What follows belongs to an exercise in optimizing a design on an open flow for small area, a short achievable clock period and few clock cycles per item; a production flow would make more cautious choices.
Power is estimated from default activity; no workload was simulated.

## mmu_top
module mmu_top (
  input  logic        clk_i,
  input  logic        rst_ni,
  input  logic        enable_translation_i,
  input  logic        flush_tlb_i,
  input  logic [43:0] satp_ppn_i,
  input  logic [1:0]  priv_lvl_i,
  input  logic [1:0]  ld_st_priv_lvl_i,
  input  logic        sum_i,
  input  logic        fetch_req_i,
  input  logic [38:0] fetch_vaddr_i,
  output logic        fetch_valid_o,
  output logic [55:0] fetch_paddr_o,
  output logic [68:0] fetch_exc_o,
  input  logic        lsu_req_i,
  input  logic        lsu_is_store_i,
  input  logic [38:0] lsu_vaddr_i,
  output logic        lsu_dtlb_hit_o,
  output logic [43:0] lsu_dtlb_ppn_o,
  output logic        lsu_valid_o,
  output logic [55:0] lsu_paddr_o,
  output logic [68:0] lsu_exc_o,
  output logic        mem_req_o,
  output logic [55:0] mem_addr_o,
  input  logic        mem_rvalid_i,
  input  logic [63:0] mem_rdata_i
);
  logic en;
  assign en = enable_translation_i;
  ...
clock: 8.5 ns
lec_check: 0
cap_margin: 20
core_area: 2 2 193 193
cts_buf_list: sky130_fd_sc_hd__clkbuf_8
die_area: 0 0 195 195
setup_slack_margin: 3.2
slew_margin: 20
standard.sh (not shown) runs the stock make flow with config.mk's settings and CLKGATE_MAP_FILE= SYNTH_SCRIPT=/design/flow/synth_recipe.tcl, a recipe that flattens the netlist after the stock synthesis.
==> flow/flow/run.sh <==
#!/bin/bash
# The standard layout, with the port buffers made from the smallest
# buffer cell instead of the delay cell buffer_ports picks by default.
set -euo pipefail
export BUFFER_PORTS_ARGS="-buffer_cell sky130_fd_sc_hd__buf_1"
bash standard.sh finish > standard_flow.log 2>&1
The first run finished with timing, DRC and antenna clean.
==> next run, changes <==
--- a/flow/design.v
+++ b/flow/design.v
@@ -99,27 +99,27 @@
   output logic        mem_req_o,
   output logic [55:0] mem_addr_o,
   input  logic        mem_rvalid_i,
   input  logic [63:0] mem_rdata_i
 );
   logic en;
   assign en = enable_translation_i;
-  logic        t_v, t_id, t_k1, t_k0, t_r, t_w, t_x, t_u, t_d;
+  logic        t_v, t_g, t_m, t_r, t_w, t_x, t_u, t_d;
   logic [26:0] t_vpn;
   logic [43:0] t_ppn;
   logic [26:0] f_vpn, l_vpn;
   logic        f_hit, l_hit;
   assign f_vpn = fetch_vaddr_i[38:12];
   assign l_vpn = lsu_vaddr_i[38:12];
   assign f_hit = t_v && (t_vpn[26:18] == f_vpn[26:18])
-                 && (t_k1 || (t_vpn[17:9] == f_vpn[17:9]))
-                 && (t_k0 || (t_vpn[8:0] == f_vpn[8:0]));
+                 && (t_g || (t_vpn[17:9] == f_vpn[17:9]))
+                 && (t_g || t_m || (t_vpn[8:0] == f_vpn[8:0]));
   assign l_hit = t_v && (t_vpn[26:18] == l_vpn[26:18])
-                 && (t_k1 || (t_vpn[17:9] == l_vpn[17:9]))
-                 && (t_k0 || (t_vpn[8:0] == l_vpn[8:0]));
+                 && (t_g || (t_vpn[17:9] == l_vpn[17:9]))
+                 && (t_g || t_m || (t_vpn[8:0] == l_vpn[8:0]));
   logic        busy_q;    
   logic        own_q;     
   logic [1:0]  lvl_q;     
   logic        arr, leaf, fault, done, cont, free;
   logic [38:0] w_va;
   logic        rd_v, rd_r, rd_w, rd_x, rd_u, rd_a, rd_d;
   logic [43:0] rd_ppn;
@@ -184,22 +184,22 @@
     end
   end
   logic        fw, lw;
   logic [43:0] f_ppn, l_ppn;
   logic        fw_flt, lw_flt;
   assign fw    = busy_q && !own_q && mem_rvalid_i;
   assign lw    = busy_q && own_q && mem_rvalid_i;
-  assign f_ppn = {t_ppn[43:27],
-                  t_ppn[26:18] | (f_vpn[26:18] & {9{t_id}}),
-                  t_ppn[17:9]  | (f_vpn[17:9]  & {9{t_k1}}),
-                  t_ppn[8:0]   | (f_vpn[8:0]   & {9{t_k0}})};
-  assign l_ppn = {t_ppn[43:27],
-                  t_ppn[26:18] | (l_vpn[26:18] & {9{t_id}}),
-                  t_ppn[17:9]  | (l_vpn[17:9]  & {9{t_k1}}),
-                  t_ppn[8:0]   | (l_vpn[8:0]   & {9{t_k0}})};
+  assign f_ppn = {t_ppn[43:27] & {17{en}},
+                  (t_ppn[26:18] & {9{en}}) | (f_vpn[26:18] & {9{!en}}),
+                  (t_ppn[17:9]  & {9{en}}) | (f_vpn[17:9]  & {9{!en || t_g}}),
+                  (t_ppn[8:0]   & {9{en}}) | (f_vpn[8:0]   & {9{!en || t_g || t_m}})};
+  assign l_ppn = {t_ppn[43:27] & {17{en}},
+                  (t_ppn[26:18] & {9{en}}) | (l_vpn[26:18] & {9{!en}}),
+                  (t_ppn[17:9]  & {9{en}}) | (l_vpn[17:9]  & {9{!en || t_g}}),
+                  (t_ppn[8:0]   & {9{en}}) | (l_vpn[8:0]   & {9{!en || t_g || t_m}})};
   assign fw_flt = (fw && fault) || !t_x || ((priv_lvl_i == 2'b00) && !t_u)
                   || ((priv_lvl_i == 2'b01) && t_u);
   assign lw_flt = (lw && fault) || ((ld_st_priv_lvl_i == 2'b01) && t_u && !sum_i)
                   || ((ld_st_priv_lvl_i == 2'b00) && !t_u)
                   || (lsu_is_store_i ? !(t_w && t_d) : !t_r);
   assign lsu_dtlb_hit_o     = lsu_req_i && (!en || l_hit);
   assign lsu_dtlb_ppn_o     = l_ppn;
@@ -221,33 +221,26 @@
   assign fetch_paddr_o      = {f_ppn, fetch_vaddr_i[11:0]};
   assign fetch_exc_o[68]    = en && (!canon || fw_flt);
   assign fetch_exc_o[67:64] = canon ? 4'd12 : 4'd1;
   assign fetch_exc_o[63:0]  = {25'd0, fetch_vaddr_i};
   always_ff @(posedge clk_i or negedge rst_ni) begin
     if (!rst_ni) begin
       t_v <= 1'b0;
-    end else if (flush_tlb_i || !en) begin
+    end else if (flush_tlb_i) begin
       t_v <= 1'b0;
     end else if (fill) begin
       t_v <= 1'b1;
     end
   end
   always_ff @(posedge clk_i) begin
-    t_id <= !en;
-    if (!en) begin
-      t_ppn <= '0;
-      t_k1  <= 1'b1;
-      t_k0  <= 1'b1;
-    end else if (fill) begin
-      t_ppn <= rd_ppn;
-      t_k1  <= (lvl_q == 2'd2);
-      t_k0  <= (lvl_q != 2'd0);
-    end
     if (fill) begin
       t_vpn <= w_va[38:12];
+      t_ppn <= rd_ppn;
+      t_g   <= (lvl_q == 2'd2);
+      t_m   <= (lvl_q == 2'd1);
       t_r   <= rd_r;
       t_w   <= rd_w;
       t_x   <= rd_x;
       t_u   <= rd_u;
       t_d   <= rd_d;
     end
   end
What happened:
- The new run finished with timing, DRC and antenna clean
- cell area barely changes
- setup slack loses 0.062 ns
- synthesized cell count drops by 25%
- routed wire length fell by 9.3%
- clock power goes down by 5.8%
- global-route usage shrinks by 1.9 points
- sequential share of layout area is higher by 5.1 points
No run of this note included a check of the RTL's function; only the layout flow was run.

==> static timing again, ports no longer ideal <==
No port has a modelled driver above. Below, the same layouts with a new extraction and two added sets of constraints.
Step 1 sets driving cells, clkbuf_16 on the clock port and buf_2 on the other inputs (assumed; they add their load-dependent delay and slew).
Step 2 adds t to the input delays and takes it off the output delays; t is the mean of the earliest and latest rising clock arrival at the registers after step 1. Input paths then give back, and output paths get back, about the clock's delay inside the block.
Slacks: ideal ports / drivers / drivers and shift; pairs: ideal ports / drivers.
run	shift t [ns]	slack for setup (ns)	worst hold slack (ns)	clock arrival spread, ns	worst data-port slew with drivers (ns)
the first run	0.453	3.236 / 3.199 / 3.199	0.494 / 0.494 / 0.494	0.020 / 0.020	0.17
the second run	0.419	3.174 / 3.139 / 3.139	0.572 / 0.572 / 0.572	0.014 / 0.013	0.24
After both steps every run listed still meets setup and hold. For the first run, which loses most, drivers alone change the setup slack by -0.037 ns; drivers and shift together by -0.037 ns.
